From an optimization exercise on the open Yosys and OpenROAD flow, aimed at small area, a short achievable clock period and few clock cycles; shortcuts taken in it are not production practice.
At most, simulation tests tie the RTL to the original design; equivalence was not proved.
The RTL of run 3 was laid out without a check of its function.
Power and IR drop assume default switching activity.

$ cat flow/config.mk
export PLATFORM = sky130hd
export DESIGN_NAME = snn_frame_controller
export DESIGN_NICKNAME = snn_frame_controller
export VERILOG_FILES = /design/flow/design.v
export SDC_FILE = /design/flow/constraint.sdc
export NUM_CORES = 4
export LEC_CHECK = 0
export CAP_MARGIN = 5
export CORE_MARGIN = 2
export CORE_UTILIZATION = 40
export CTS_CLUSTER_DIAMETER = 90
export CTS_CLUSTER_SIZE = 25
export SETUP_SLACK_MARGIN = 2.65
export SLEW_MARGIN = 5
$ cat flow/constraint.sdc
create_clock -name core_clock -period 5.0 [get_ports {clk}]
set_input_delay 1.0000 -clock core_clock [delete_from_list [all_inputs] [get_ports {clk}]]
set_output_delay 1.0000 -clock core_clock [all_outputs]
set_load 0.01 [all_outputs]
$ cat flow/design.v
package snn_pkg;
  localparam int unsigned DefaultOutN  = 10;
  localparam int unsigned DefaultDepth = 128;
  localparam int unsigned IDX_W        = $clog2(DefaultOutN);
  localparam int unsigned ADDR_W       = $clog2(DefaultDepth);
endpackage
module spike_count_bank #(
  parameter int unsigned OUT_N = 10,
  parameter int unsigned CNT_W = 7,
  parameter int unsigned IDX_W = $clog2(OUT_N)
) (
  input  logic                 clk,
  input  logic                 first,
  input  logic [OUT_N-1:0]     spikes,    
  output logic [CNT_W-1:0]     max_o,     
  output logic [IDX_W-1:0]     idx_o      
);
  localparam logic [CNT_W-1:0] CntMax = '1;
  logic [OUT_N-1:0][CNT_W-1:0] dist_q, dist_d, dist_b, dist_p, dist_m;
  logic [OUT_N-1:0]            zero_q, zero_d;    
  logic [CNT_W-1:0]            max_q, max_d, max_b;
  logic                        sat_q, sat_d;      
  logic [OUT_N-1:0]            zero_b, one_b, inc;
  logic                        sat_b, up;
  always_comb begin
    for (int k = 0; k < int'(OUT_N); k++) begin
      zero_b[k] = first || zero_q[k];
      one_b[k]  = !first && (dist_q[k] == CNT_W'(1));
      dist_b[k] = first ? '0 : dist_q[k];
    end
    sat_b = !first && sat_q;
    max_b = first ? '0 : max_q;
    up = (|(spikes & zero_b)) && !sat_b;
    for (int k = 0; k < int'(OUT_N); k++) begin
      inc[k] = spikes[k] && !(zero_b[k] && sat_b);
      dist_p[k] = first ? CNT_W'(1) : dist_q[k] + CNT_W'(1);
      dist_m[k] = dist_q[k] - CNT_W'(1);
      if (inc[k]) dist_d[k] = up ? dist_b[k] : dist_m[k];
      else        dist_d[k] = up ? dist_p[k] : dist_b[k];
      zero_d[k] = (zero_b[k] && (up == inc[k])) || (one_b[k] && !up && inc[k]);
    end
    max_d = up ? max_b + CNT_W'(1) : max_b;
    sat_d = up ? (max_b == CntMax - CNT_W'(1)) : sat_b;
  end
  always_ff @(posedge clk) begin
    dist_q <= dist_d;
    zero_q <= zero_d;
    max_q  <= max_d;
    sat_q  <= sat_d;
  end
  always_comb begin
    idx_o = '0;
    for (int k = int'(OUT_N) - 1; k >= 0; k--) begin
      if (zero_q[k]) idx_o = IDX_W'(k);
    end
  end
  assign max_o = max_q;
endmodule
import snn_pkg::*;
module snn_frame_controller #(
  parameter int unsigned IN_W    = 19,
  parameter int unsigned DEPTH   = snn_pkg::DefaultDepth,
  parameter int unsigned OUT_N   = snn_pkg::DefaultOutN,
  parameter int unsigned CNT_W   = 7,
  parameter int unsigned REPEAT  = 4,
  parameter int unsigned NET_LAT = 2
) (
  input  logic                       clk,
  input  logic                       rstn,
  input  logic                       in_valid_i,
  output logic                       in_ready_o,
  input  logic [IN_W-1:0]            in_data_i,
  input  logic                       in_last_i,
  input  logic                       abort_i,
  output logic                       net_valid_o,
  output logic [IN_W-1:0]            net_data_o,
  input  logic [OUT_N-1:0]           spike_i,
  output logic                       result_valid_o,
  input  logic                       result_ready_i,
  output logic [$clog2(OUT_N)-1:0]   result_idx_o,
  output logic [CNT_W-1:0]           result_cnt_o
);
  localparam int unsigned AddrW = $clog2(DEPTH);
  localparam int unsigned IdxW  = $clog2(OUT_N);
  localparam int unsigned PassW = (REPEAT > 2) ? $clog2(REPEAT - 1) : 1;
  localparam int unsigned RowW  = 3;
  localparam int unsigned SlotW = 5;
  localparam int unsigned BankW = AddrW - SlotW;
  localparam int unsigned NSlot = 1 << SlotW;
  localparam int unsigned NBank = 1 << BankW;
  localparam int unsigned NBufLo = 1 << RowW;
  localparam int unsigned NBufHi = DEPTH / NBufLo;
  localparam logic [AddrW-1:0] LastPtr  = AddrW'(DEPTH - 1);
  localparam logic [PassW-1:0] LastPass = PassW'(REPEAT - 2);
  typedef enum logic [1:0] {RdHold, RdNext, RdZero} rd_move_e;
  logic              load_q, load_d;       
  logic              busy_q;               
  logic              rdy_q;                
  logic [AddrW-1:0]  wr_q, wr_d;           
  logic              wlast_q, wlast_d;     
  logic              wz_q, wz_d;           
  logic              w1_q, w1_d;           
  logic [NBufHi-1:0] wgrp_q;               
  logic [NBufLo-1:0] wrow_q;               
  logic [NBufLo-1:0] wrow1_q;              
  logic [IN_W-1:0]   wd_q;
  logic [AddrW-1:0]  last_q, last_d;       
  logic              fa_q, fa_d;           
  logic [PassW-1:0]  pass_q, pass_d;       
  logic [AddrW-1:0]  rem_q, rem_d;         
  logic              skip_q, skip_d;       
  logic [NSlot-1:0]  rslot_q;              
  logic [NBank-1:0]  rbank_q;
  logic              atl_q, atl_d;         
  rd_move_e          rd_move;
  logic [NBank-1:0][IN_W-1:0] bank_q;      
  logic [NBank-1:0]  sbank_q;              
  logic              pv_q, pv_d;           
  logic              pl_q, pl_d;           
  logic              nv_q, nv_d;           
  logic              nf_q, nf_d;           
  logic              nl_q, nl_d;           
  logic [IN_W-1:0]   nd_q, nd_d;
  logic [NET_LAT:1]  v_q, f_q, l_q;        
  logic              cv_q, cf_q, cl_q;     
  logic [OUT_N-1:0]  sp_q;                 
  logic              fin_q;                
  logic              rv_q;
  logic [IdxW-1:0]   ri_q;
  logic [CNT_W-1:0]  rc_q;
  logic [IN_W-1:0]   mem [DEPTH];
  logic [IN_W-1:0]   rd_word;
  logic              acc, frame_end, last_fetch, fetch, pend, take;
  logic [CNT_W-1:0]  max_w;
  logic [IdxW-1:0]   idx_w;
  assign load_q     = !busy_q;
  assign acc        = load_q && in_valid_i && !abort_i;
  assign frame_end  = in_last_i || wlast_q;
  assign take       = rv_q && result_ready_i && !abort_i;
  assign pend       = (nv_q && nl_q) || (|(v_q & l_q)) || (cv_q && cl_q) || fin_q;
  assign last_fetch = atl_q && (pass_q == LastPass);
  assign fetch      = fa_q && !skip_q && !(last_fetch && (pend || rv_q));
  always_comb begin
    rd_word = '0;
    for (int b = 0; b < int'(NBank); b++) begin
      rd_word = rd_word | (bank_q[b] & {IN_W{sbank_q[b]}});
    end
  end
  always_comb begin
    load_d  = load_q;
    wr_d    = wr_q;
    wlast_d = wlast_q;
    wz_d    = wz_q;
    w1_d    = w1_q;
    rem_d   = rem_q;
    skip_d  = 1'b0;
    last_d  = last_q;
    fa_d    = fa_q;
    pass_d  = pass_q;
    atl_d   = atl_q;
    rd_move = RdHold;
    pv_d    = 1'b0;
    pl_d    = 1'b0;
    nv_d    = 1'b0;
    nf_d    = 1'b0;
    nl_d    = 1'b0;
    nd_d    = pv_q ? rd_word : in_data_i;
    if (load_q) begin
      rd_move = RdZero;
      if (acc) begin
        nv_d = 1'b1;
        nf_d = wz_q;
        if (frame_end) begin
          last_d  = wr_q;
          wr_d    = '0;
          wlast_d = 1'b0;
          wz_d    = 1'b1;
          w1_d    = 1'b0;
          load_d  = 1'b0;
          fa_d    = 1'b1;
          pass_d  = '0;
          if (wz_q || w1_q) begin
            atl_d  = wz_q;
            rem_d  = wr_q;
            skip_d = wz_q;
          end else begin
            pv_d    = 1'b1;
            rd_move = RdNext;
            atl_d   = 1'b0;
            rem_d   = wr_q - AddrW'(1);
          end
        end else begin
          wr_d    = wr_q + AddrW'(1);
          wlast_d = (wr_q == LastPtr - AddrW'(1));
          wz_d    = 1'b0;
          w1_d    = wz_q;
        end
      end
    end else begin
      if (!fa_q && !pv_q) load_d = 1'b1;
      if (pv_q) begin
        nv_d = 1'b1;
        nl_d = pl_q;
        if (pl_q) load_d = 1'b1;
      end
      if (fetch) begin
        pv_d = 1'b1;
        pl_d = last_fetch;
        if (atl_q) begin
          rd_move = RdZero;
          atl_d   = (last_q == '0);
          rem_d   = last_q;
          if (pass_q == LastPass) fa_d = 1'b0;
          else                    pass_d = pass_q + PassW'(1);
        end else begin
          rd_move = RdNext;
          atl_d   = (rem_q == AddrW'(1));
          rem_d   = rem_q - AddrW'(1);
        end
      end
    end
    if (abort_i) begin
      load_d  = 1'b1;
      wr_d    = '0;
      wlast_d = 1'b0;
      wz_d    = 1'b1;
      w1_d    = 1'b0;
      fa_d    = 1'b0;
      pv_d    = 1'b0;
      nv_d    = 1'b0;
      rd_move = RdZero;
    end
  end
  always_ff @(posedge clk or negedge rstn) begin
    if (!rstn) begin
      busy_q  <= 1'b1;
      rdy_q   <= 1'b0;
      wr_q    <= '0;
      wlast_q <= 1'b0;
      wz_q    <= 1'b1;
      w1_q    <= 1'b0;
      wgrp_q  <= '0;
      fa_q    <= 1'b0;
      pv_q    <= 1'b0;
      nv_q    <= 1'b0;
      nl_q    <= 1'b0;
      v_q     <= '0;
      l_q     <= '0;
      cv_q    <= 1'b0;
      cl_q    <= 1'b0;
      fin_q   <= 1'b0;
      rv_q    <= 1'b0;
    end else begin
      busy_q <= !load_d;
      rdy_q  <= load_d;
      wr_q   <= wr_d;
      wlast_q <= wlast_d;
      wz_q    <= wz_d;
      w1_q    <= w1_d;
      wgrp_q <= acc ? NBufHi'(1) << wr_q[AddrW-1:RowW] : '0;
      fa_q   <= fa_d;
      pv_q   <= pv_d;
      nv_q   <= nv_d;
      nl_q   <= nl_d;
      v_q    <= abort_i ? '0 : {v_q[NET_LAT-1:1], nv_q};
      l_q    <= {l_q[NET_LAT-1:1], nl_q};
      cv_q   <= abort_i ? 1'b0 : v_q[NET_LAT];
      cl_q   <= l_q[NET_LAT];
      fin_q  <= !abort_i && cv_q && cl_q;
      rv_q   <= !abort_i && (fin_q || (rv_q && !take));
    end
  end
  always_ff @(posedge clk) begin
    last_q  <= last_d;
    rem_q   <= rem_d;
    skip_q  <= skip_d;
    wrow_q  <= NBufLo'(1) << wr_q[RowW-1:0];
    wrow1_q <= NBufLo'(1) << (wr_q[RowW-1:0] + RowW'(1));
    wd_q    <= in_data_i;
    pass_q  <= pass_d;
    atl_q   <= atl_d;
    pl_q    <= pl_d;
    sbank_q <= rbank_q;
    unique case (rd_move)
      RdNext: begin
        rslot_q <= {rslot_q[NSlot-2:0], rslot_q[NSlot-1]};
        if (rslot_q[NSlot-1]) rbank_q <= {rbank_q[NBank-2:0], rbank_q[NBank-1]};
      end
      RdZero: begin
        rslot_q <= NSlot'(1);
        rbank_q <= NBank'(1);
      end
      default: ;
    endcase
    nf_q    <= nf_d;
    nd_q    <= nd_d;
    f_q     <= {f_q[NET_LAT-1:1], nf_q};
    cf_q    <= f_q[NET_LAT] && v_q[NET_LAT];
    sp_q    <= v_q[NET_LAT] ? spike_i : '0;
    if (fin_q) begin
      ri_q <= idx_w;
      rc_q <= max_w;
    end
  end
  always_ff @(posedge clk) begin
    for (int b = 0; b < int'(NBank); b++) begin
      logic [IN_W-1:0] w;
      w = '0;
      for (int k = 0; k < int'(NSlot); k++) begin
        w = w | (mem[b * NSlot + k] & {IN_W{rslot_q[k]}});
      end
      bank_q[b] <= w;
    end
  end
  always_ff @(posedge clk) begin
    for (int r = 0; r < int'(DEPTH); r++) begin
      if (wgrp_q[r / NBufLo] && ((r < int'(DEPTH) / 2) ? wrow_q[r % NBufLo]
                                                         : wrow1_q[(r + 1) % NBufLo]))
        mem[r] <= wd_q;
    end
  end
  spike_count_bank #(
    .OUT_N (OUT_N),
    .CNT_W (CNT_W),
    .IDX_W (IdxW)
  ) u_count_bank (
    .clk    (clk),
    .first  (cf_q),
    .spikes (sp_q),
    .max_o  (max_w),
    .idx_o  (idx_w)
  );
  assign in_ready_o     = rdy_q;
  assign net_valid_o    = nv_q;
  assign net_data_o     = nd_q;
  assign result_valid_o = rv_q;
  assign result_idx_o   = ri_q;
  assign result_cnt_o   = rc_q;
endmodule
$ cat flow/run.sh
#!/bin/bash
# synth_recipe.tcl (not shown) runs the flow's synth.tcl, then flattens the netlist and writes it again
# the make line also repeats each setting of config.mk as NAME=value (left out here)
make -C /OpenROAD-flow-scripts/flow DESIGN_CONFIG=/design/flow/config.mk WORK_HOME=/design/flow/orfs CLKGATE_MAP_FILE= SYNTH_SCRIPT=/design/flow/synth_recipe.tcl finish
==> metrics.md, run 1 <==
| Metric | Value |
|---|---|
| Post-Place Cell Area | `~110000 um2` |
| First-pass GRT wire length | `468.2 mm` |
| DIE AREA | `257200 um2` |
| Clk pin slew, worst setup/hold paths | `0.10 ns` |
| Clock Power Share | `29.1%` |
| Area delta synth->final | `10.88%` |
| Rel. slew slack | `6.470%` |
| Final net count | `6150` |
| Post-DRT Antenna Nets | `0` |
| Pre-CTS setup slack | `0.7453 ns` |
| WL/cell | `36.09 um` |
| Main synth FF type | `edfxtp_1` |
| Core Region | `251600 um2` |
| Comb pwr share | `between 10% and 20%` |
| Area share of the largest cell type after synthesis | `74.03%` |
| IO Pins | `approximately 70` |
| Root buffer cell | `clkbuf_16` |
| GRT Total Usage | `26.00%` |
| Max_cap viols | `0` |
| Post-synthesis sequential element count | `2774` |
| PortBufs | `67` |
| Cts hold-fix bufs | `0` |
| F_max | `0.4058 GHz` |
| Die Ht | `507.1 um` |
| Worst path bufs/invs | `1` |
| Met3 Use GR | `4.890%` |
| Count leader, synth | `edfxtp_1` |
| Avg Cell Area, Syn | `17.16 um2` |
| DP Wirelength | `179.0 mm` |
| Sw frac | `25.47%` |
| CP required | `5.57 ns` |
| Max Clock Skew | `0.06747 ns` |
| DRC | `0` |
| Synth cell count leaders | `2496 x edfxtp_1, 961 x a22oi_1, 256 x clkbuf_1` |
| Fill cell count | `between 20000 and 25000` |
| Register area | `80860 um2` |
| Share of flip-flops with an asynchronous set or reset | `between 1 and 1.5%` |
| Final WS setup | `2.536 ns` |
| Setup violators final | `0` |
| Placed cell count | `between 9000 and 10000` |
| Setup Crit Path Kind | `flip-flop to flip-flop` |
| Largest delay share family, worst path | `compound AO/OA/AOI/OAI gates` |
| Reg2reg start | `sbank_q[0]$_DFF_P_` |
| Worst path slowest cell | `a22oi_1` |
| CP peak stage delay | `~0.8 ns` |
| Clock latency at the later pin of the worst-skew pair | `0.87 ns` |
| Vias/cell | `6.494` |
| Drt initial violations | `10130` |
| Max Fanout on Critical Path | `12` |
| Initial core utilization | `between 40% and 50%` |
| Min cycle time layout | `2.464 ns` |
| PD cells | `387.7 nW/um2` |
| Worst Hold Class | `input port to async pin` |
| Internal Dissipation | `~32 mW` |
| Final Non-Filler Cells | `9519` |
| Antenna violations before repair | `9` |
| Pleak | `34.95 nW` |
| Share of cells above drive strength 1 | `10.75%` |
| Sequential share of power | `60.6%` |
| Final Hold Vio Count | `0` |
| Syn nets | `5975` |
| NetSw | `11.09 mW` |
| Worst-path cell chain | `buf_4 > a22oi_1 > a31oi_1` |
| Synth top area cells | `edfxtp_1 74%, a22oi_1 7.1%, dfxtp_1 4.7%` |
| Status | `timing/DRC/antenna clean` |
| R2R depth | `3` |
| Measured slew at the worst slew-check pin | `about 1.4 ns` |
| Row cnt | `184` |
| Placer Congestion | `a little over 0.8` |
| Largest area contributor in the netlist | `edfxtp_1` |
| Overall Power | `43.53 mW` |
| RSZ-0062 raised after global routing | `true` |
| Met1 Usage GRT | `35.81%` |
| Setup crit end kind | `flip-flop` |
| Multi-input gate area | `19220 um2` |
| Global route overflow | `0` |
| Post-Syn Instances | `5899` |
| R2R Path End | `nd_q[6]$_DFF_P_` |
| Fin area | `112300 um2` |
| VDD IR-drop max | `0.3880 mV` |
| EDFF count, synth | `2496` |
| WL final | `343.6 mm` |
| Utilization after layout | `44.61%` |
| Worst-case clock buffer depth | `3` |
| Initial DRT Pass Iterations | `6` |
| Vias in the first global route | `between 50000 and 60000` |
| CTS Buf Count | `134` |
| Chip width | `507.1 um` |
| GRT busiest layer | `met2` |
| Worst R2R Setup Slack | `2.54 ns` |
| H-Tree Depth | `4` |
| Clock Sink Count | `2774` |
| Area of the mapped netlist | `101200 um2` |
| Sequential share of the synthesized area | `79.73%` |
| Max Slew Vio Count | `0` |
| M2 GR Usage | `41.02%` |
| Ys Warns | `3` |
| Final period util | `49.29%` |
| Crit path launch type | `flip-flop` |
| Synth cell types | `77` |
| DR vias | `61810` |
| CP arrival | `about 3 ns` |
| Hold slack final | `between 0.2 and 0.3 ns` |
| Setup TNS | `0 ns` |
| Largest net degree at the start of global routing | `129` |
| TritonCTS clock tree | `done` |
kinds of logic after synthesis:
kind of cell               after synthesis  synth area share, %
AOI/OAI and AO/OA                     1527                11.55
xor gates and xnor gates                73               0.6315
adders and majority gates               41               0.5067
buffers and inverters                  422                1.633
DFF                                   2774                79.73
muxes                                   13               0.1397
and+or+nand+nor                       1049                5.808
sequential cells by signal, summed over array words and instances (netlist names), 16 cells and up:
name and cells:
bank_q 76, mem 2432, nd_q 19, rslot_q 32, u_count_bank.dist_q 70, wd_q 19, wgrp_q 16
what timing repair did:
item	4_1_cts	5_1_grt
buffers inserted	62	17
pin swaps	7	12
resized for setup	221	59
gates cloned	3	3
setup endpoints to repair	265	110
power groups by stage:
stage | Combinational (mW) | Clock [mW] | Sequential (mW)
finish | 4.47 | 12.7 | 26.4
global route | 4.70 | 13.5 | 26.4
CTS | 4.27 | 12.7 | 26.3
detailed placement | 4.10 | 0 | 26.9
global placement | 4.04 | 0 | 26.9
floorplan | 2.55 | 0 | 26.6
metal layers:
layer	part of all wire (%)	up-vias
met2	46	4321
met4	4.4	2
met1	38	32340
met3	12	703
met5	0.0047	-
li1	-	24440
area by class of cell:
class | instances | share of cell area, %
flip-flops and latches | 2774 | 72.03
multi-input cells | 2704 | 17.12
diodes | 1 | 0.002229
well taps | 3348 | 3.732
clock buffers | 205 | 3.243
repair inverters | 1 | 0.006687
repair buffers | 409 | 3.305
inverters | 50 | 0.1772
clock inverters | 27 | 0.3845
how the worst max path moves through the flow:
stage | slack, ns | endpoint | start | cells past startpoint
2_1_floorplan | 2.08 | rslot_q[0]$_SDFFCE_PP1P_ | abort_i | 9
3_3_place_gp | 0.72 | rslot_q[5]$_SDFFCE_PP0P_ | in_valid_i | 9
3_5_place_dp | 0.75 | rslot_q[27]$_SDFFCE_PP0P_ | in_valid_i | 9
4_1_cts | 2.57 | result_idx_o[1] | ri_q[1]$_SDFFCE_PP0P_ | 1
5_1_grt | 2.56 | u_count_bank.dist_q[53]$_DFF_P_ | sp_q[3]$_SDFF_PN0_ | 8
6_report | 2.54 | nd_q[6]$_DFF_P_ | sbank_q[0]$_DFF_P_ | 3
placed cells by master, fill, tap and decap left out, types with 20 or more instances in the layout:
cell type	n
buf_6	31
a31oi_1	33
ha_1	39
clkdlybuf4s50_1	31
dfxtp_4	28
nand2_1	109
dfxtp_1	190
nand3_1	197
a22oi_1	961
clkbuf_16	138
dfrtp_1	35
a22o_1	154
edfxtp_1	2496
or4_1	75
o21ai_0	47
inv_1	47
xnor2_1	49
and2_1	158
a21oi_1	39
xor2_1	24
buf_4	288
nor2b_1	52
buf_2	20
dfxtp_2	20
clkbuf_1	70
nor3_1	45
nor4_1	22
nor2_1	112
a221oi_1	152
nand4_1	178
buf_12	31
Testbench counts, summed over its fixed seeds: cycles 45,152.
==> inputs of run 2 (changes only) <==
--- a/flow/config.mk
+++ b/flow/config.mk
@@ -10,4 +10,4 @@
 export CORE_UTILIZATION = 40
-export CTS_CLUSTER_DIAMETER = 90
-export CTS_CLUSTER_SIZE = 25
+export CTS_CLUSTER_DIAMETER = 100
+export CTS_CLUSTER_SIZE = 30
 export SETUP_SLACK_MARGIN = 2.65
==> run 2 against run 1 <==
Compared with the run above:
- clock power fell by about 10%
- via count about the same
- clock skew grew 0.035 ns
- sequential share of layout area grew 0.41 points
==> metrics.md, run 2 <==
| Metric | Value |
|---|---|
| Max Fanout on Critical Path | `12` |
| First-pass GRT wire length | `466.1 mm` |
| DRC | `0` |
| Measured slew at the worst slew-check pin | `1.402 ns` |
| Area of the mapped netlist | `101200 um2` |
| Clock latency at the later pin of the worst-skew pair | `0.88 ns` |
| VDD IR-drop max | `0.3494 mV` |
| Setup Crit Path Kind | `flip-flop to flip-flop` |
| Clock Sink Count | `2774` |
| Cts hold-fix bufs | `0` |
| RSZ-0062 raised after global routing | `true` |
| Biggest regs | `mem: 2432 flops, bank_q: 76 flops, u_count_bank.dist_q: 70 flops` |
| Vias in the first global route | `57650` |
| Crit path launch | `sbank_q[0]$_DFF_P_` |
| H-Tree Depth | `3` |
| Pleak | `between 30 and 40 nW` |
| Sequential share of the synthesized area | `79.73%` |
| Vias/cell | `6.506` |
| IO Pins | `68` |
| Status | `timing/DRC/antenna clean` |
| Most common cell after layout, fill and taps aside | `edfxtp_1` |
| Final Hold Vio Count | `0` |
| Placed cell count | `9201` |
| Crit path launch type | `flip-flop` |
| Antenna violations before repair | `12` |
| WL/cell | `36.18 um` |
| Final period util | `48.35%` |
| Setup violators final | `0` |
| Initial core utilization | `40.24%` |
| Placer Congestion | `between 0.8 and 0.9` |
| Main synth FF type | `edfxtp_1` |
| Synth cell types | `77` |
| Wire length on met2 | `157.7 mm` |
| Row cnt | `184` |
| F_max | `0.4136 GHz` |
| Area share of the largest cell type after synthesis | `74.03%` |
| WL final | `343.6 mm` |
| DIE AREA | `257200 um2` |
| Worst Hold Class | `input port to async pin` |
| Max_cap viols | `0` |
| Uppermost routed layer | `met5` |
| Largest Register | `mem` |
| Global route overflow | `0` |
| Max Clock Skew | `0.1029 ns` |
| Setup TNS | `0 ns` |
| Area delta synth->final | `10.26%` |
| Share of flip-flops with an asynchronous set or reset | `1.442%` |
| GRT Total Usage | `roughly a quarter` |
| WL met3 | `41.70 mm` |
| Worst setup path end | `nd_q[6]$_DFF_P_` |
| Core Region | `251600 um2` |
| Max Slew Vio Count | `0` |
| PD cells | `~380 nW/um2` |
| DR vias | `61790` |
| Setup crit end kind | `flip-flop` |
| Worst R2R Setup Slack | `~2.6 ns` |
| R2R depth | `3` |
| Largest area contributor in the netlist | `edfxtp_1` |
| Drt initial violations | `a little over 10000` |
| Most frequent cells in the layout | `2496 x edfxtp_1, 961 x a22oi_1, 286 x buf_4` |
| Rel. slew slack | `6.542%` |
| Clk pin slew, worst setup/hold paths | `0.11 ns` |
| Root buffer cell | `clkbuf_16` |
| Avg Cell Area, Syn | `17.16 um2` |
| DP Wirelength | `around 180 mm` |
| Ys Warns | `3` |
| Synth cell count leaders | `2496 x edfxtp_1, 961 x a22oi_1, 256 x clkbuf_1` |
| Synth top area cells | `edfxtp_1 74%, a22oi_1 7.1%, dfxtp_1 4.7%` |
| Largest net degree at the start of global routing | `129` |
| Min cycle time layout | `between 2 and 2.5 ns` |
| Die Ht | `507.1 um` |
| EDFF count, synth | `2496` |
| Chip width | `507.1 um` |
| Final net count | `6131` |
| CTS Buf Count | `106` |
| Metal1 wirelength | `128.8 mm` |
| Largest register FFs | `2432` |
| Initial DRT Pass Iterations | `6` |
| Share of cells above drive strength 1 | `10.42%` |
| Syn nets | `5975` |
| Post-Syn Instances | `5899` |
| PortBufs | `67` |
| Post-synthesis sequential element count | `approximately 2800` |
| Post-DRT Antenna Nets | `0` |
| Count leader, synth | `edfxtp_1` |
| CP arrival | `approximately 3.0 ns` |
| Worst-case clock buffer depth | `3` |
| R2R Path End | `nd_q[6]$_DFF_P_` |
| Final Non-Filler Cells | `9497` |
| Reg2reg start | `sbank_q[0]$_DFF_P_` |
| CP required | `5.61 ns` |
| TritonCTS clock tree | `done` |
==> run 2: changes by cell type in the layout (fill, tap and decap cells not counted), moves of 3 or more <==
cell,previous run,this run
dfxtp_1,190,193
inv_6,6,2
buf_12,31,35
clkbuf_16,138,108
nor2_2,1,4
dfxtp_2,20,13
buf_2,20,25
nor2_1,112,109
dfxtp_4,28,32
diode_2,1,6
==> run 2: cell type report <==
cell class,count,area [um2]
sequential,2774,80860
clock inverter,19,360.3
tap,3348,4189
fill,21610,140000
antenna,6,15.01
timing repair buffer,418,3802
clock buffer,177,2919
multi-input combinational,2704,19280
inverter,50,198.9
timing repair inverter,1,7.507
==> run 2: worst min-delay path by stage <==
stage,from,to,depth (start not counted)
6_report,rstn,v_q[2]$_DFF_PN0_,1
4_1_cts,rstn,v_q[2]$_DFF_PN0_,1
5_1_grt,rstn,v_q[2]$_DFF_PN0_,1
2_1_floorplan,nf_q$_SDFF_PP0_,f_q[1]$_DFF_P_,0
3_5_place_dp,f_q[1]$_DFF_P_,f_q[2]$_DFF_P_,0
3_3_place_gp,f_q[1]$_DFF_P_,f_q[2]$_DFF_P_,0
==> run 2: critical path, stage by stage, from the launching register on <==
cell and delay (ns):
dfxtp_1 0.58, buf_4 0.32, a22oi_1 0.81, a31oi_1 0.44
==> run 2: per-stage QoR <==
| step | hold WS, ns | util, % | setup slack [ns] | area [um2] | power [mW] |
|---|---|---|---|---|---|
| final | 0.2967 | 44.37 | 2.582 | 111600 | 42.23 |
| after CTS | 0.2708 | 44.14 | 2.564 | 111100 | 41.98 |
| after floorplan | 0.3096 | - | 2.079 | 101300 | 29.13 |
| after global routing | 0.3416 | 44.36 | 2.561 | 111600 | 43.27 |
| after global placement | 0.3180 | 42.52 | 0.7179 | 107000 | 30.91 |
| after detailed placement | 0.3128 | 42.52 | 0.7453 | 107000 | 30.99 |
==> run 2: per-layer routing <==
metal / up-vias / global-route usage, %
met5: - / 0
met4: 4 / 9.859
met3: 729 / 4.653
met2: 4413 / 40.85
met1: 32230 / 35.67
li1: 24410 / -
==> run 2: cells by family (layout without fill, tap and decap cells) <==
family | after synthesis | in the layout | synth area share (%)
flip-flops | 2774 | 2774 | 79.73
AO/OA/AOI/OAI | 1527 | 1528 | 11.55
AND/OR/NAND/NOR | 1049 | 1049 | 5.808
buffers and inverters | 422 | 665 | 1.633
XOR/XNOR | 73 | 73 | 0.6315
adder cells (fa/ha/maj) | 41 | 41 | 0.5067
multiplexers | 13 | 13 | 0.1397
other | 0 | 6 | 0
==> run 2: report_power, final <==
part           switching, mW  internal, mW
clock                   7.13          4.23
combinational           2.92          1.57
sequential             0.744          25.6
==> run 2: repair_timing <==
action / 4_1_cts / 5_1_grt
resized for setup: 225 / 71
buffers inserted: 62 / 27
pin swaps: 6 / 18
gates cloned: 3 / 2
endpoints found under the setup margin: 267 / 117
==> inputs of run 3 (changes only) <==
--- a/flow/design.v
+++ b/flow/design.v
@@ -94,3 +94,2 @@
   localparam logic [PassW-1:0] LastPass = PassW'(REPEAT - 2);
-  typedef enum logic [1:0] {RdHold, RdNext, RdZero} rd_move_e;
   logic              load_q, load_d;       
@@ -104,3 +103,2 @@
   logic [NBufLo-1:0] wrow_q;               
-  logic [NBufLo-1:0] wrow1_q;              
   logic [IN_W-1:0]   wd_q;
@@ -114,3 +112,4 @@
   logic              atl_q, atl_d;         
-  rd_move_e          rd_move;
+  logic              rd_next, rd_zero;     
+  logic              fe_next;              
   logic [NBank-1:0][IN_W-1:0] bank_q;      
@@ -148,2 +147,5 @@
   end
+  assign fe_next = acc && frame_end && !(wz_q || w1_q);
+  assign rd_next = !abort_i && (load_q ? fe_next : (fetch && !atl_q));
+  assign rd_zero = abort_i || (load_q ? !fe_next : (fetch && atl_q));
   always_comb begin
@@ -160,3 +162,2 @@
     atl_d   = atl_q;
-    rd_move = RdHold;
     pv_d    = 1'b0;
@@ -168,3 +169,2 @@
     if (load_q) begin
-      rd_move = RdZero;
       if (acc) begin
@@ -187,3 +187,2 @@
             pv_d    = 1'b1;
-            rd_move = RdNext;
             atl_d   = 1'b0;
@@ -209,3 +208,2 @@
         if (atl_q) begin
-          rd_move = RdZero;
           atl_d   = (last_q == '0);
@@ -215,3 +213,2 @@
         end else begin
-          rd_move = RdNext;
           atl_d   = (rem_q == AddrW'(1));
@@ -230,3 +227,2 @@
       nv_d    = 1'b0;
-      rd_move = RdZero;
     end
@@ -277,3 +273,2 @@
     wrow_q  <= NBufLo'(1) << wr_q[RowW-1:0];
-    wrow1_q <= NBufLo'(1) << (wr_q[RowW-1:0] + RowW'(1));
     wd_q    <= in_data_i;
@@ -283,13 +278,9 @@
     sbank_q <= rbank_q;
-    unique case (rd_move)
-      RdNext: begin
-        rslot_q <= {rslot_q[NSlot-2:0], rslot_q[NSlot-1]};
-        if (rslot_q[NSlot-1]) rbank_q <= {rbank_q[NBank-2:0], rbank_q[NBank-1]};
-      end
-      RdZero: begin
-        rslot_q <= NSlot'(1);
-        rbank_q <= NBank'(1);
-      end
-      default: ;
-    endcase
+    if (rd_zero) begin
+      rslot_q <= NSlot'(1);
+      rbank_q <= NBank'(1);
+    end else if (rd_next) begin
+      rslot_q <= {rslot_q[NSlot-2:0], rslot_q[NSlot-1]};
+      if (rslot_q[NSlot-1]) rbank_q <= {rbank_q[NBank-2:0], rbank_q[NBank-1]};
+    end
     nf_q    <= nf_d;
@@ -316,5 +307,3 @@
     for (int r = 0; r < int'(DEPTH); r++) begin
-      if (wgrp_q[r / NBufLo] && ((r < int'(DEPTH) / 2) ? wrow_q[r % NBufLo]
-                                                         : wrow1_q[(r + 1) % NBufLo]))
-        mem[r] <= wd_q;
+      if (wgrp_q[r / NBufLo] && wrow_q[r % NBufLo]) mem[r] <= wd_q;
     end
--- a/flow/config.mk
+++ b/flow/config.mk
@@ -12,3 +12,3 @@
 export CTS_CLUSTER_SIZE = 30
-export SETUP_SLACK_MARGIN = 2.65
+export SETUP_SLACK_MARGIN = 2.6
 export SLEW_MARGIN = 5
==> run 3 against run 2 <==
Compared with the run above:
- still clean on timing, DRC and antenna
- register-to-register slack got worse by 0.07 ns
- fmax fell by 3.0%
- critical path depth rose by 2
==> metrics.md, run 3 <==
| Metric | Value |
|---|---|
| Clock latency at the later pin of the worst-skew pair | `0.86 ns` |
| Measured slew at the worst slew-check pin | `1.317 ns` |
| F_max | `0.4013 GHz` |
| GRT Total Usage | `26.51%` |
| Post-synthesis mux area share | `less than 1%` |
| Initial DRT Pass Iterations | `6` |
| Drt initial violations | `10550` |
| H-Tree Depth | `3` |
| Crit path launch type | `flip-flop` |
| Final period util | `about half` |
| PD cells | `about 360 nW/um2` |
| RSZ-0062 raised after global routing | `true` |
| Share of cells above drive strength 1 | `9.979%` |
| Post-synthesis adder-cell area fraction | `0.5757%` |
| CP required | `5.71 ns` |
| Max Clock Skew | `around 0.11 ns` |
| Area share of the largest cell type after synthesis | `around 73%` |
| Setup crit end kind | `flip-flop` |
| Largest register FFs | `2432` |
| IO Pins | `68` |
| CTS Buf Count | `110` |
| Largest Register | `mem` |
| Placer Congestion | `0.8414` |
| Vias/cell | `approximately 6.5` |
| Synth cell types | `80` |
| Synth top area cells | `edfxtp_1 73%, a22oi_1 7.2%, dfxtp_1 5.3%` |
| Compound-cell area share of the yosys netlist | `11.71%` |
| Final Hold Vio Count | `0` |
| Overall Power | `39.87 mW` |
| Most frequent cells in the layout | `2460 x edfxtp_1, 960 x a22oi_1, 228 x buf_4` |
| Setup TNS | `0 ns` |
| Max Fanout on Critical Path | `53` |
| Avg Cell Area, Syn | `16.99 um2` |
| Initial core utilization | `40.14%` |
| DRC | `0` |
| Setup violators final | `0` |
| Sequential share of the synthesized area | `79.70%` |
| CP peak stage delay | `0.54 ns` |
| Setup Crit Path Kind | `flip-flop to flip-flop` |
| Biggest regs | `mem: 2432 flops, bank_q: 76 flops, u_count_bank.dist_q: 70 flops` |
| First-pass GRT wire length | `473.8 mm` |
| Clock Sink Count | `2766` |
| Main synth FF type | `edfxtp_1` |
| Post-synthesis simple-gate area fraction | `5.712%` |
| Area delta synth->final | `10.29%` |
| Min cycle time layout | `2.492 ns` |
| Worst-case clock buffer depth | `3` |
| EDFF count, synth | `about 2500` |
| Die Ht | `505.6 um` |
| WL final | `351.5 mm` |
| TritonCTS clock tree | `done` |
| Root buffer cell | `clkbuf_16` |
| Max Slew Vio Count | `0` |
| Global route overflow | `0` |
| XOR/XNOR share of the synthesized area | `less than 1%` |
| Post-synthesis sequential element count | `around 2800` |
| Area of the mapped netlist | `100600 um2` |
| Vias in the first global route | `around 58000` |
| Worst Hold Class | `input port to async pin` |
| Antenna violations before repair | `15` |
| Largest net degree at the start of global routing | `~130` |
| Worst-path cell chain | `buf_12 > a22o_1 > a221oi_1 > nand3_1 > or4_1` |
| Most common cell after layout, fill and taps aside | `edfxtp_1` |
| Largest family of logic cells by synthesized area | `compound AO/OA/AOI/OAI gates` |
| Status | `timing/DRC/antenna clean` |
| PortBufs | `67` |
| Core Region | `250700 um2` |
| Final net count | `6100` |
| CP arrival | `3.20 ns` |
| Post-Syn Instances | `5924` |
| WL/cell | `37.08 um` |
| Chip width | `505.6 um` |
| Count leader, synth | `edfxtp_1` |
| Syn nets | `5998` |
| Rel. slew slack | `12.19%` |
| VDD IR-drop max | `0.3150 mV` |
| Clk pin slew, worst setup/hold paths | `between 0.1 and 0.15 ns` |
| Worst path slowest cell | `or4_1` |
| Synth cell count leaders | `2460 x edfxtp_1, 960 x a22oi_1, 279 x clkbuf_1` |
| Max_cap viols | `0` |
| Pleak | `34.47 nW` |
| DIE AREA | `255600 um2` |
| DR vias | `61680` |
| Ys Warns | `3` |
| DP Wirelength | `roughly 180 mm` |
| Row cnt | `184` |
| Share of flip-flops with an asynchronous set or reset | `1.446%` |
| Post-DRT Antenna Nets | `0` |
| Largest area contributor in the netlist | `edfxtp_1` |
==> run 3: metal layers <==
metal  global-route usage, %  vias up  wire length (um)
li1                        -    24360                 -
met1                   35.98    32330            130800
met2                   41.83     4252            162000
met3                   5.217      736             41570
met4                   10.94        2             17050
met5                       0        -                22
==> run 3: critical path, delay by kind of cell, from the launching register on <==
family | cells | cell delay (ns)
DFF | 1 | 0.50
AOI/OAI and AO/OA | 2 | 0.68
and+or+nand+nor | 2 | 0.73
buffers and inverters | 1 | 0.24
==> run 3: worst paths after layout <==
check	from	endpoint	slack, ns	cells past startpoint
hold / removal	rstn	wgrp_q[14]$_DFF_PN0_	0.33	1
setup reg to reg	rslot_q[29]$_SDFFE_PP0P_	bank_q[0]$_DFF_P_	2.51	5
hold reg to reg	f_q[1]$_DFF_P_	f_q[2]$_DFF_P_	0.34	0
setup / recovery	rslot_q[29]$_SDFFE_PP0P_	bank_q[0]$_DFF_P_	2.51	5
max in group asynchronous	rstn	pv_q$_DFF_PN0_	3.94	1
min in group core_clock	f_q[1]$_DFF_P_	f_q[2]$_DFF_P_	0.34	0
==> run 3: cells by family after synthesis <==
kind of cell | Yosys count
muxes | 19
adders and majority gates | 48
buffers and inverters | 421
and+or+nand+nor | 1057
xor gates and xnor gates | 56
AOI/OAI and AO/OA | 1557
DFF | 2766
==> run 3: where the power goes <==
| group | switching [mW] | leakage (nW) | total (mW) | internal (mW) |
|---|---|---|---|---|
| Clock | 7.28 | 1.69 | 11.9 | 4.59 |
| Sequential | 0.666 | 24.9 | 26.1 | 25.4 |
| Combinational | 1.11 | 7.87 | 1.90 | 0.789 |
==> run 3: what timing repair did <==
action	CTS	global route
pin swaps	6	11
setup endpoints to repair	233	147
setup buffers	36	27
cloned	8	1
hold buffers	0	0
gates resized for setup	203	48
==> run 3: metrics by stage <==
step	util (%)	instance area [um2]	setup WS, ns	instances	hold WS, ns
finish	44.27	111000	2.508	9479	0.3288
global route	44.26	111000	2.445	9473	0.3403
CTS	44.07	110500	2.553	9443	0.3113
detailed placement	42.32	106100	1.411	9190	0.3121
global placement	42.32	106100	1.489	9190	0.3207
floorplan	-	100700	2.515	5924	0.3096
==> run 3: layout make-up <==
| cell class | instances | area [um2] |
|---|---|---|
| sequential | 2766 | 80430 |
| antenna | 8 | 20.02 |
| multi-input combinational | 2742 | 19170 |
| inverter | 44 | 165.2 |
| timing repair buffer | 362 | 3422 |
| fill | 21600 | 139700 |
| tap | 3348 | 4189 |
| clock inverter | 22 | 464.2 |
| clock buffer | 187 | 3126 |

## re-timing with driven ports
In the flow no input, the clock included, has a driving cell. The finished layouts below were timed again as built, in two steps. Step 1: set_driving_cell puts a clkbuf_16 on clk and a buf_2 on each other input, an assumption about the parent block. Step 2 moves the port delays by t, midway between the first and last clock arrival at a register: inputs arrive t later, outputs are due t later. That takes back most of the time a late clock gives input paths. Slacks: ideal / step 1 / step 2; pairs: ideal / step 1.
| run | t (ns) | slack for setup (ns) | worst setup path after step 2 |
|---|---|---|---|
| run 1 | 0.927 | 2.536 / 2.536 / 1.807 | input to register |
| run 2 | 0.928 | 2.582 / 2.545 / 1.835 | input to register |
| run 3 | 0.901 | 2.508 / 2.508 / 1.836 | input to register |
After both steps every run listed still meets setup and hold. For run 2, which loses most, drivers alone change the setup slack by -0.037 ns; drivers and shift together by -0.747 ns.
